This design comes from an exercise in tuning for small area, a short achievable clock period and few clock cycles on the open sky130 flow, not from production work. At most, simulation tests tie the RTL to the original design; equivalence was not proved. Power and IR drop assume default switching activity.

==> job 4927 <==
// log2_latency_histogram_top
module log2_latency_histogram_top #(
    parameter int BUCKETS = l2lh_pkg::BUCKETS_DEF
) (
    input  logic                         i_clk,
    input  logic                         i_rst_n,
    input  logic                         i_cfg_valid,
    output logic                         o_cfg_ready,
    input  logic                         i_cfg_enable,
    input  logic                         i_in_valid,
    output logic                         o_in_ready,
    input  logic                         i_action,
    input  logic [l2lh_pkg::LAT_W-1:0]   i_latency_ms,
    input  logic [l2lh_pkg::PCT_W-1:0]   i_percentile,
    output logic                         o_out_valid,
    input  logic                         i_out_ready,
    output logic [l2lh_pkg::LAT_W-1:0]   o_sample_count,
    output logic [l2lh_pkg::LAT_W-1:0]   o_mean_ms,
    output logic [l2lh_pkg::BOUND_W-1:0] o_percentile_bound_ms,
    output logic [l2lh_pkg::LAT_W-1:0]   o_max_ms
);
export LEC_CHECK = 0
export CAP_MARGIN = 20
export CORE_MARGIN = 2
export CORE_UTILIZATION = 40
export SETUP_SLACK_MARGIN = 4.5
export SLEW_MARGIN = 20
create_clock -name core_clock -period 8.0 [get_ports {i_clk}]
standard.sh (not shown) runs the stock make flow with config.mk's settings and CLKGATE_MAP_FILE= SYNTH_SCRIPT=/design/flow/synth_recipe.tcl, a recipe that flattens the netlist after the stock synthesis.
==> flow/flow/run.sh <==
#!/bin/bash
# The standard layout, with plain buffers (not delay cells) on the ports.
set -euo pipefail
bash standard.sh finish BUFFER_PORTS_ARGS="-buffer_cell sky130_fd_sc_hd__buf_2" > standard_flow.log 2>&1
==> job 1328: changes against job 4927 <==
--- a/flow/design.v
+++ b/flow/design.v
@@ -97,36 +97,36 @@
     localparam int LAT_W   = l2lh_pkg::LAT_W;
     localparam int PCT_W   = l2lh_pkg::PCT_W;
     localparam int BOUND_W = l2lh_pkg::BOUND_W;
     localparam int NQ_W    = l2lh_pkg::NQ_W;
     localparam int SC_W    = l2lh_pkg::SCALE_W;
     localparam int IDX_W   = 5;                     
     localparam int NCNT    = BUCKETS - 1;           
     localparam int DCYC    = LAT_W / 2;             
-    localparam int TRDY    = PCT_W;                 
+    localparam int TRDY    = PCT_W - 1;             
     localparam int DA      = TRDY + 1;              
     localparam int NPROBE  = IDX_W;                 
     localparam int NCORR   = 2 * NPROBE - 3;        
     localparam int DL      = DA + NCORR;            
     localparam int SDONE   = TRDY + 2 * NPROBE;     
     localparam int QLAST   = SDONE + 1;             
     localparam int QC_W    = 5;
     localparam int XW      = SC_W + 2;              
     localparam int DW      = LAT_W + 2;             
     logic                    r_rdy;
     logic                    r_enable;
     logic                    r_rst_q;               
+    logic                    r_rst_q2, r_rst_q3;    
     logic                    s0_v, s0_q, s0_rec;
     logic [LAT_W-1:0]        s0_lat;
     logic [PCT_W-1:0]        s0_pct;
     logic [LAT_W-1:0]        r_samples;
     logic [LAT_W-1:0]        r_sum_lo;
-    logic [LAT_W-1:0]        r_sum_hi;              
-    logic                    r_sum_c;
+    logic [LAT_W-1:0]        r_sum_hi;
     logic [LAT_W-1:0]        r_peak;
     logic [NQ_W-1:0]         r_nq;                  
     logic [SC_W-1:0]         r_nm;                  
     logic [DL-1:0]           dl_v;
     logic [IDX_W-1:0]        dl_b [DL];
     logic [LAT_W-1:0]        r_cum [NCNT];
     logic                    q_busy;
     logic [QC_W-1:0]         q_cnt;
@@ -230,17 +230,17 @@
     l2lh_carry #(.W(LAT_W+2)) u_c1 (.a(w_r4), .b(~{2'b0, r_o_count}), .ci(1'b1), .co(w_c1));
     l2lh_carry #(.W(LAT_W+2)) u_c2 (.a(w_r4), .b(~{1'b0, r_o_count, 1'b0}), .ci(1'b1), .co(w_c2));
     l2lh_carry #(.W(LAT_W+2)) u_c3 (.a(w_r4), .b(~q_n3), .ci(1'b1), .co(w_c3));
     logic [LAT_W-1:0] w_rem_n;
     logic [1:0]       w_qd;
     assign w_rem_n = w_c2 ? (w_c3 ? w_d3[LAT_W-1:0] : w_d2[LAT_W-1:0])
                           : (w_c1 ? w_d1[LAT_W-1:0] : w_r4[LAT_W-1:0]);
     assign w_qd    = {w_c2, w_c3 | (w_c1 & !w_c2)};
-    l2lh_add #(.W(LAT_W+2)) u_n3 (.a({2'b0, r_o_count}), .b({1'b0, r_o_count, 1'b0}), .ci(1'b0), .s(w_n3), .co());
+    l2lh_add #(.W(LAT_W+2)) u_n3 (.a({2'b0, r_samples}), .b({1'b0, r_samples, 1'b0}), .ci(1'b0), .s(w_n3), .co());
     function automatic logic [IDX_W-1:0] below_of(input logic [IDX_W-1:0] m);
         logic [IDX_W-1:0] r;
         for (int b = 0; b < IDX_W; b++) begin
             r[b] = |(m >> (b + 1));
         end
         below_of = r;
     endfunction
     function automatic logic le5(input logic [IDX_W-1:0] a, input logic [IDX_W-1:0] b);
@@ -283,17 +283,19 @@
     assign w_cb = ~{2'b0, q_t};
     assign w_cc = ~{{(DW-XW){1'b0}}, q_x};
     assign w_cs = w_ca ^ w_cb ^ w_cc;
     assign w_cy = (w_ca & w_cb) | (w_ca & w_cc) | (w_cb & w_cc);
     logic          w_dd_c;
     l2lh_carry #(.W(DW-1)) u_dd (.a(w_cs[DW-2:0]), .b({w_cy[DW-3:0], 1'b1}), .ci(!q_up), .co(w_dd_c));
     assign w_lt = w_cs[DW-1] ^ w_cy[DW-2] ^ w_dd_c;
     always_ff @(posedge i_clk) begin
-        r_rst_q <= i_rst_n;
+        r_rst_q  <= i_rst_n;
+        r_rst_q2 <= r_rst_q;
+        r_rst_q3 <= r_rst_q2;
         if (!i_rst_n) begin
             r_rdy       <= 1'b1;
             r_enable    <= 1'b0;
             s0_v        <= 1'b0;
             q_busy      <= 1'b0;
             r_out_valid <= 1'b0;
         end else begin
             r_rdy <= !(w_s0q_next && w_busy_next);
@@ -314,24 +316,22 @@
             if (q_busy && (q_cnt == QC_W'(QLAST - 1))) begin
                 r_out_valid <= 1'b1;
             end
         end
         if (!r_rst_q) begin
             r_samples <= '0;
             r_sum_lo  <= '0;
             r_sum_hi  <= '0;
-            r_sum_c   <= 1'b0;
             r_peak    <= '0;
             r_nq      <= '0;
             r_nm      <= '0;
             dl_v      <= '0;
         end else begin
-            r_sum_c <= w_rec && w_lo_c;
-            if (r_sum_c) begin
+            if (w_rec && w_lo_c) begin
                 r_sum_hi <= w_hi_inc;
             end
             if (w_rec) begin
                 r_samples <= w_n_inc;
                 r_sum_lo  <= w_lo_sum;
                 if (w_pk_gt) begin
                     r_peak <= s0_lat;
                 end
@@ -352,51 +352,50 @@
         for (int k = 1; k < DL; k++) begin
             dl_b[k] <= dl_b[k-1];
         end
         if (w_qgo) begin
             q_cnt     <= '0;
             q_n0      <= (r_samples == '0);
             q_big     <= (s0_pct > PCT_W'(100));
             q_pz      <= (s0_pct == '0);
-            q_p       <= s0_pct;
+            q_p       <= {s0_pct[PCT_W-2:0], 1'b0};
             q_nq      <= r_nq;
             q_nm      <= r_nm;
-            q_t       <= '0;
+            q_t       <= s0_pct[PCT_W-1] ? LAT_W'(r_nq) : '0;
             q_cq      <= '0;
-            q_r       <= '0;
+            q_r       <= s0_pct[PCT_W-1] ? r_nm : '0;
+            q_n3      <= w_n3;
+            if (r_samples == '0) begin
+                q_rem    <= '0;
+                r_o_mean <= '0;
+            end else begin
+                q_rem    <= r_sum_hi;
+                r_o_mean <= r_sum_lo;
+            end
             q_idx     <= '0;
             q_m       <= IDX_W'(1) << (IDX_W - 1);
             q_lt      <= 1'b0;
             q_c0l     <= '0;
             q_c1l     <= '0;
             q_c0h     <= '0;
             q_c1h     <= '0;
             q_j0      <= IDX_W'((1 << (IDX_W - 1)) - 1);
             q_j1      <= IDX_W'((1 << (IDX_W - 1)) - 1);
             r_o_count <= r_samples;
             r_o_max   <= r_peak;
         end else if (q_busy && (q_cnt != QC_W'(QLAST))) begin
             q_cnt <= q_cnt + QC_W'(1);
-            if (q_cnt < QC_W'(PCT_W)) begin
+            if (q_cnt < QC_W'(PCT_W - 1)) begin
                 q_t  <= w_t_next;
                 q_r  <= w_r_next;
                 q_cq <= {q_cq[SC_W-1:0], 1'b0} + (SC_W+1)'(w_c);
                 q_p  <= {q_p[PCT_W-2:0], 1'b0};
             end
-            if (q_cnt == '0) begin
-                q_n3 <= w_n3;
-                if (q_n0) begin
-                    q_rem    <= '0;
-                    r_o_mean <= '0;
-                end else begin
-                    q_rem    <= r_sum_hi;
-                    r_o_mean <= r_sum_lo;
-                end
-            end else if ((q_cnt <= QC_W'(DCYC)) && !q_n0) begin
+            if ((q_cnt < QC_W'(DCYC)) && !q_n0) begin
                 q_rem    <= w_rem_n;
                 r_o_mean <= {r_o_mean[LAT_W-3:0], w_qd};
             end
             if ((q_cnt >= QC_W'(TRDY)) && (q_cnt < QC_W'(SDONE))) begin
                 if (w_rd) begin
                     q_cj <= r_cum[w_j];
                     q_x  <= w_x;
                     q_up <= (q_r != '0) || q_pz;
@@ -447,18 +446,20 @@
             end
             for (int g = 0; g < 8; g++) begin
                 t[4*g] = cin[g];
                 for (int k = 1; k < 4; k++) begin
                     t[4*g+k] = t[4*g+k-1] & q[4*g+k-1];
                 end
             end
         end
+        logic rst_n_c;
+        assign rst_n_c = (i < NCNT / 2) ? r_rst_q2 : r_rst_q3;
         always_ff @(posedge i_clk) begin
-            if (!r_rst_q) begin
+            if (!rst_n_c) begin
                 r_cum[i] <= '0;
             end else begin
                 r_cum[i] <= q ^ t;
             end
         end
     end
     assign o_out_valid           = r_out_valid;
     assign o_sample_count        = r_o_count;
Settings changed: CORE_UTILIZATION 40 to 55, CTS_BUF_LIST from default to sky130_fd_sc_hd__clkbuf_16, CTS_CLUSTER_DIAMETER from default to 60, CTS_CLUSTER_SIZE from default to 30.
==> job 699: changes against job 4927 <==
--- a/flow/design.v
+++ b/flow/design.v
@@ -97,29 +97,30 @@
     localparam int LAT_W   = l2lh_pkg::LAT_W;
     localparam int PCT_W   = l2lh_pkg::PCT_W;
     localparam int BOUND_W = l2lh_pkg::BOUND_W;
     localparam int NQ_W    = l2lh_pkg::NQ_W;
     localparam int SC_W    = l2lh_pkg::SCALE_W;
     localparam int IDX_W   = 5;                     
     localparam int NCNT    = BUCKETS - 1;           
     localparam int DCYC    = LAT_W / 2;             
-    localparam int TRDY    = PCT_W;                 
+    localparam int TRDY    = PCT_W - 1;             
     localparam int DA      = TRDY + 1;              
     localparam int NPROBE  = IDX_W;                 
     localparam int NCORR   = 2 * NPROBE - 3;        
     localparam int DL      = DA + NCORR;            
     localparam int SDONE   = TRDY + 2 * NPROBE;     
     localparam int QLAST   = SDONE + 1;             
     localparam int QC_W    = 5;
     localparam int XW      = SC_W + 2;              
     localparam int DW      = LAT_W + 2;             
     logic                    r_rdy;
     logic                    r_enable;
     logic                    r_rst_q;               
+    logic                    r_rst_q2, r_rst_q3;    
     logic                    s0_v, s0_q, s0_rec;
     logic [LAT_W-1:0]        s0_lat;
     logic [PCT_W-1:0]        s0_pct;
     logic [LAT_W-1:0]        r_samples;
     logic [LAT_W-1:0]        r_sum_lo;
     logic [LAT_W-1:0]        r_sum_hi;              
     logic                    r_sum_c;
     logic [LAT_W-1:0]        r_peak;
@@ -194,22 +195,24 @@
     logic              w_tb;
     logic [SC_W+2:0]   w_x0, w_x1, w_x2;
     logic [1:0]        w_c;
     logic [SC_W-1:0]   w_r_next;
     logic [LAT_W-1:0]  w_t_next;
     logic [SC_W+2:0]   w_rn;
     assign w_tb = q_p[PCT_W-1];
     assign w_rn = {2'b0, q_r, 1'b0};
-    l2lh_add #(.W(SC_W+3)) u_x0 (.a(w_rn), .b(w_tb ? (SC_W+3)'(q_nm) : '0),
+    localparam logic [SC_W+2:0] K_M100 = (SC_W+3)'((1 << (SC_W + 3)) - 100);
+    localparam logic [SC_W+2:0] K_M200 = (SC_W+3)'((1 << (SC_W + 3)) - 200);
+    logic [SC_W+2:0] w_nm_b;
+    assign w_nm_b = w_tb ? (SC_W+3)'(q_nm) : '0;
+    l2lh_add #(.W(SC_W+3)) u_x0 (.a(w_rn), .b(w_nm_b),
                                  .ci(1'b0), .s(w_x0), .co());
-    l2lh_add #(.W(SC_W+3)) u_x1 (.a(w_rn), .b(w_tb ? (SC_W+3)'(q_nm) - (SC_W+3)'(100) : -(SC_W+3)'(100)),
-                                 .ci(1'b0), .s(w_x1), .co());
-    l2lh_add #(.W(SC_W+3)) u_x2 (.a(w_rn), .b(w_tb ? (SC_W+3)'(q_nm) - (SC_W+3)'(200) : -(SC_W+3)'(200)),
-                                 .ci(1'b0), .s(w_x2), .co());
+    l2lh_add #(.W(SC_W+3)) u_x1 (.a(w_rn), .b(w_nm_b + K_M100), .ci(1'b0), .s(w_x1), .co());
+    l2lh_add #(.W(SC_W+3)) u_x2 (.a(w_rn), .b(w_nm_b + K_M200), .ci(1'b0), .s(w_x2), .co());
     always_comb begin
         if (!w_x2[SC_W+2]) begin
             w_c      = 2'd2;
             w_r_next = w_x2[SC_W-1:0];
         end else if (!w_x1[SC_W+2]) begin
             w_c      = 2'd1;
             w_r_next = w_x1[SC_W-1:0];
         end else begin
@@ -230,17 +233,17 @@
     l2lh_carry #(.W(LAT_W+2)) u_c1 (.a(w_r4), .b(~{2'b0, r_o_count}), .ci(1'b1), .co(w_c1));
     l2lh_carry #(.W(LAT_W+2)) u_c2 (.a(w_r4), .b(~{1'b0, r_o_count, 1'b0}), .ci(1'b1), .co(w_c2));
     l2lh_carry #(.W(LAT_W+2)) u_c3 (.a(w_r4), .b(~q_n3), .ci(1'b1), .co(w_c3));
     logic [LAT_W-1:0] w_rem_n;
     logic [1:0]       w_qd;
     assign w_rem_n = w_c2 ? (w_c3 ? w_d3[LAT_W-1:0] : w_d2[LAT_W-1:0])
                           : (w_c1 ? w_d1[LAT_W-1:0] : w_r4[LAT_W-1:0]);
     assign w_qd    = {w_c2, w_c3 | (w_c1 & !w_c2)};
-    l2lh_add #(.W(LAT_W+2)) u_n3 (.a({2'b0, r_o_count}), .b({1'b0, r_o_count, 1'b0}), .ci(1'b0), .s(w_n3), .co());
+    l2lh_add #(.W(LAT_W+2)) u_n3 (.a({2'b0, r_samples}), .b({1'b0, r_samples, 1'b0}), .ci(1'b0), .s(w_n3), .co());
     function automatic logic [IDX_W-1:0] below_of(input logic [IDX_W-1:0] m);
         logic [IDX_W-1:0] r;
         for (int b = 0; b < IDX_W; b++) begin
             r[b] = |(m >> (b + 1));
         end
         below_of = r;
     endfunction
     function automatic logic le5(input logic [IDX_W-1:0] a, input logic [IDX_W-1:0] b);
@@ -283,17 +286,19 @@
     assign w_cb = ~{2'b0, q_t};
     assign w_cc = ~{{(DW-XW){1'b0}}, q_x};
     assign w_cs = w_ca ^ w_cb ^ w_cc;
     assign w_cy = (w_ca & w_cb) | (w_ca & w_cc) | (w_cb & w_cc);
     logic          w_dd_c;
     l2lh_carry #(.W(DW-1)) u_dd (.a(w_cs[DW-2:0]), .b({w_cy[DW-3:0], 1'b1}), .ci(!q_up), .co(w_dd_c));
     assign w_lt = w_cs[DW-1] ^ w_cy[DW-2] ^ w_dd_c;
     always_ff @(posedge i_clk) begin
-        r_rst_q <= i_rst_n;
+        r_rst_q  <= i_rst_n;
+        r_rst_q2 <= r_rst_q;
+        r_rst_q3 <= r_rst_q2;
         if (!i_rst_n) begin
             r_rdy       <= 1'b1;
             r_enable    <= 1'b0;
             s0_v        <= 1'b0;
             q_busy      <= 1'b0;
             r_out_valid <= 1'b0;
         end else begin
             r_rdy <= !(w_s0q_next && w_busy_next);
@@ -313,18 +318,18 @@
             end
             if (q_busy && (q_cnt == QC_W'(QLAST - 1))) begin
                 r_out_valid <= 1'b1;
             end
         end
         if (!r_rst_q) begin
             r_samples <= '0;
             r_sum_lo  <= '0;
-            r_sum_hi  <= '0;
             r_sum_c   <= 1'b0;
+            r_sum_hi  <= '0;
             r_peak    <= '0;
             r_nq      <= '0;
             r_nm      <= '0;
             dl_v      <= '0;
         end else begin
             r_sum_c <= w_rec && w_lo_c;
             if (r_sum_c) begin
                 r_sum_hi <= w_hi_inc;
@@ -352,51 +357,50 @@
         for (int k = 1; k < DL; k++) begin
             dl_b[k] <= dl_b[k-1];
         end
         if (w_qgo) begin
             q_cnt     <= '0;
             q_n0      <= (r_samples == '0);
             q_big     <= (s0_pct > PCT_W'(100));
             q_pz      <= (s0_pct == '0);
-            q_p       <= s0_pct;
+            q_p       <= {s0_pct[PCT_W-2:0], 1'b0};
             q_nq      <= r_nq;
             q_nm      <= r_nm;
-            q_t       <= '0;
+            q_t       <= s0_pct[PCT_W-1] ? LAT_W'(r_nq) : '0;
             q_cq      <= '0;
-            q_r       <= '0;
+            q_r       <= s0_pct[PCT_W-1] ? r_nm : '0;
+            q_n3      <= w_n3;
+            if (r_samples == '0) begin
+                q_rem    <= '0;
+                r_o_mean <= '0;
+            end else begin
+                q_rem    <= r_sum_c ? w_hi_inc : r_sum_hi;
+                r_o_mean <= r_sum_lo;
+            end
             q_idx     <= '0;
             q_m       <= IDX_W'(1) << (IDX_W - 1);
             q_lt      <= 1'b0;
             q_c0l     <= '0;
             q_c1l     <= '0;
             q_c0h     <= '0;
             q_c1h     <= '0;
             q_j0      <= IDX_W'((1 << (IDX_W - 1)) - 1);
             q_j1      <= IDX_W'((1 << (IDX_W - 1)) - 1);
             r_o_count <= r_samples;
             r_o_max   <= r_peak;
         end else if (q_busy && (q_cnt != QC_W'(QLAST))) begin
             q_cnt <= q_cnt + QC_W'(1);
-            if (q_cnt < QC_W'(PCT_W)) begin
+            if (q_cnt < QC_W'(PCT_W - 1)) begin
                 q_t  <= w_t_next;
                 q_r  <= w_r_next;
                 q_cq <= {q_cq[SC_W-1:0], 1'b0} + (SC_W+1)'(w_c);
                 q_p  <= {q_p[PCT_W-2:0], 1'b0};
             end
-            if (q_cnt == '0) begin
-                q_n3 <= w_n3;
-                if (q_n0) begin
-                    q_rem    <= '0;
-                    r_o_mean <= '0;
-                end else begin
-                    q_rem    <= r_sum_hi;
-                    r_o_mean <= r_sum_lo;
-                end
-            end else if ((q_cnt <= QC_W'(DCYC)) && !q_n0) begin
+            if ((q_cnt < QC_W'(DCYC)) && !q_n0) begin
                 q_rem    <= w_rem_n;
                 r_o_mean <= {r_o_mean[LAT_W-3:0], w_qd};
             end
             if ((q_cnt >= QC_W'(TRDY)) && (q_cnt < QC_W'(SDONE))) begin
                 if (w_rd) begin
                     q_cj <= r_cum[w_j];
                     q_x  <= w_x;
                     q_up <= (q_r != '0) || q_pz;
@@ -447,18 +451,20 @@
             end
             for (int g = 0; g < 8; g++) begin
                 t[4*g] = cin[g];
                 for (int k = 1; k < 4; k++) begin
                     t[4*g+k] = t[4*g+k-1] & q[4*g+k-1];
                 end
             end
         end
+        logic rst_n_c;
+        assign rst_n_c = (i < NCNT / 2) ? r_rst_q2 : r_rst_q3;
         always_ff @(posedge i_clk) begin
-            if (!r_rst_q) begin
+            if (!rst_n_c) begin
                 r_cum[i] <= '0;
             end else begin
                 r_cum[i] <= q ^ t;
             end
         end
     end
     assign o_out_valid           = r_out_valid;
     assign o_sample_count        = r_o_count;
Settings changed: CORE_UTILIZATION 40 to 55, CTS_BUF_LIST from default to sky130_fd_sc_hd__clkbuf_8, CTS_CLUSTER_DIAMETER from default to 50, CTS_CLUSTER_SIZE from default to 16.
==> qor summary <==
item                                                                                          job 1328         job 699                    job 4927
Outcome                                                                                 finished clean  finished clean  complete, but fails checks
Violated checks                                                                                      -               -                  slew limit
Post-synthesis share of cell area spent on full adders, half adders and majority gates           18.6%           18.4%                       18.6%
Number of distinct standard cells referenced by the synthesized netlist                             95              95                          99
Count of flip-flops and latches                                                                  1,641           1,642                       1,648
Met3 Track Usage GR                                                                              5.64%           5.54%                       4.71%
Post-CTS setup-driven buffer insertion count                                                        84              72                          54
Count of placed standard cells in the final layout, fillers left out                            10,700          10,700                      11,400
Post-synthesis instance area                                                               84,000 um^2     84,200 um^2                 83,000 um^2
Worst slew margin relative to its limit                                                          29.9%           31.2%                      -5.85%
Final #Nets                                                                                      9,769           9,740                       9,744
#MultiIn Comb                                                                                    5,862           5,857                       5,900
Post-synthesis area per instance                                                             10.2 um^2       10.2 um^2                   10.0 um^2
Portion of total power attributed to sequential cells                                            51.0%           53.7%                       44.8%
Combined area of the multi-input logic cells                                               47,600 um^2     47,200 um^2                 46,400 um^2
Clock buffer cells                                                                                 144             185                         246
Total clock network power                                                                      6.91 mW         6.08 mW                     8.72 mW
Multiplexer fraction of the synthesized cell area                                               0.955%          0.828%                      0.448%
Total Routing Usage GR                                                                           32.4%           32.4%                       25.2%
Max-slew violation total from the final report                                                       0               0                         100
Clock latency reported for the late side of the worst-skew pair                                 780 ps          960 ps                      860 ps
Area share of xor/xnor cells in the synthesized design                                           5.03%           5.09%                       5.25%
Detailed route wirelength on metal2                                                         114,000 um      116,000 um                  121,000 um
Detailed Route Iter0 Violations                                                                  5,447           5,286                       6,844
Fraction of power consumed by the clock network                                                  40.5%           37.4%                       43.9%
Cell area after layout                                                                     96,100 um^2     94,400 um^2                 96,200 um^2
Startpoint of the most critical hold path                                                   dl_b[1][3]      dl_b[4][4]                  dl_b[4][4]
Simple-gate portion of the synthesized area                                                      17.8%           18.0%                       17.6%
Testbench counts of job 699, summed over its fixed seeds: cycles 9,748.
Function not checked in job 4927 and job 1328: the RTL went through the layout flow alone.

re-timing with driven ports:
The flow's constraints put no driver on any port. The routed layouts listed below were extracted and timed again, unchanged, in two steps.
Step 1 sets driving cells, clkbuf_16 on the clock port and buf_2 on the other inputs (assumed; they add their load-dependent delay and slew).
Step 2 moves the port delays by t, midway between the first and last clock arrival at a register: inputs arrive t later, outputs are due t later. That takes back most of the time a late clock gives input paths.
Slacks: no drivers / after step 1 / after step 2; pairs: no drivers / after step 1.
| run | shift t [ns] | setup WS [ns] | worst setup path after step 2 | clock arrival spread, ns |
|---|---|---|---|---|
| job 4927 | 0.920 | 4.333 / 4.333 / 4.333 | register to register | 0.062 / 0.061 |
| job 1328 | 0.844 | 3.701 / 3.701 / 3.701 | register to register | 0.050 / 0.050 |
| job 699 | 1.006 | 4.482 / 4.482 / 4.482 | register to register | 0.068 / 0.068 |
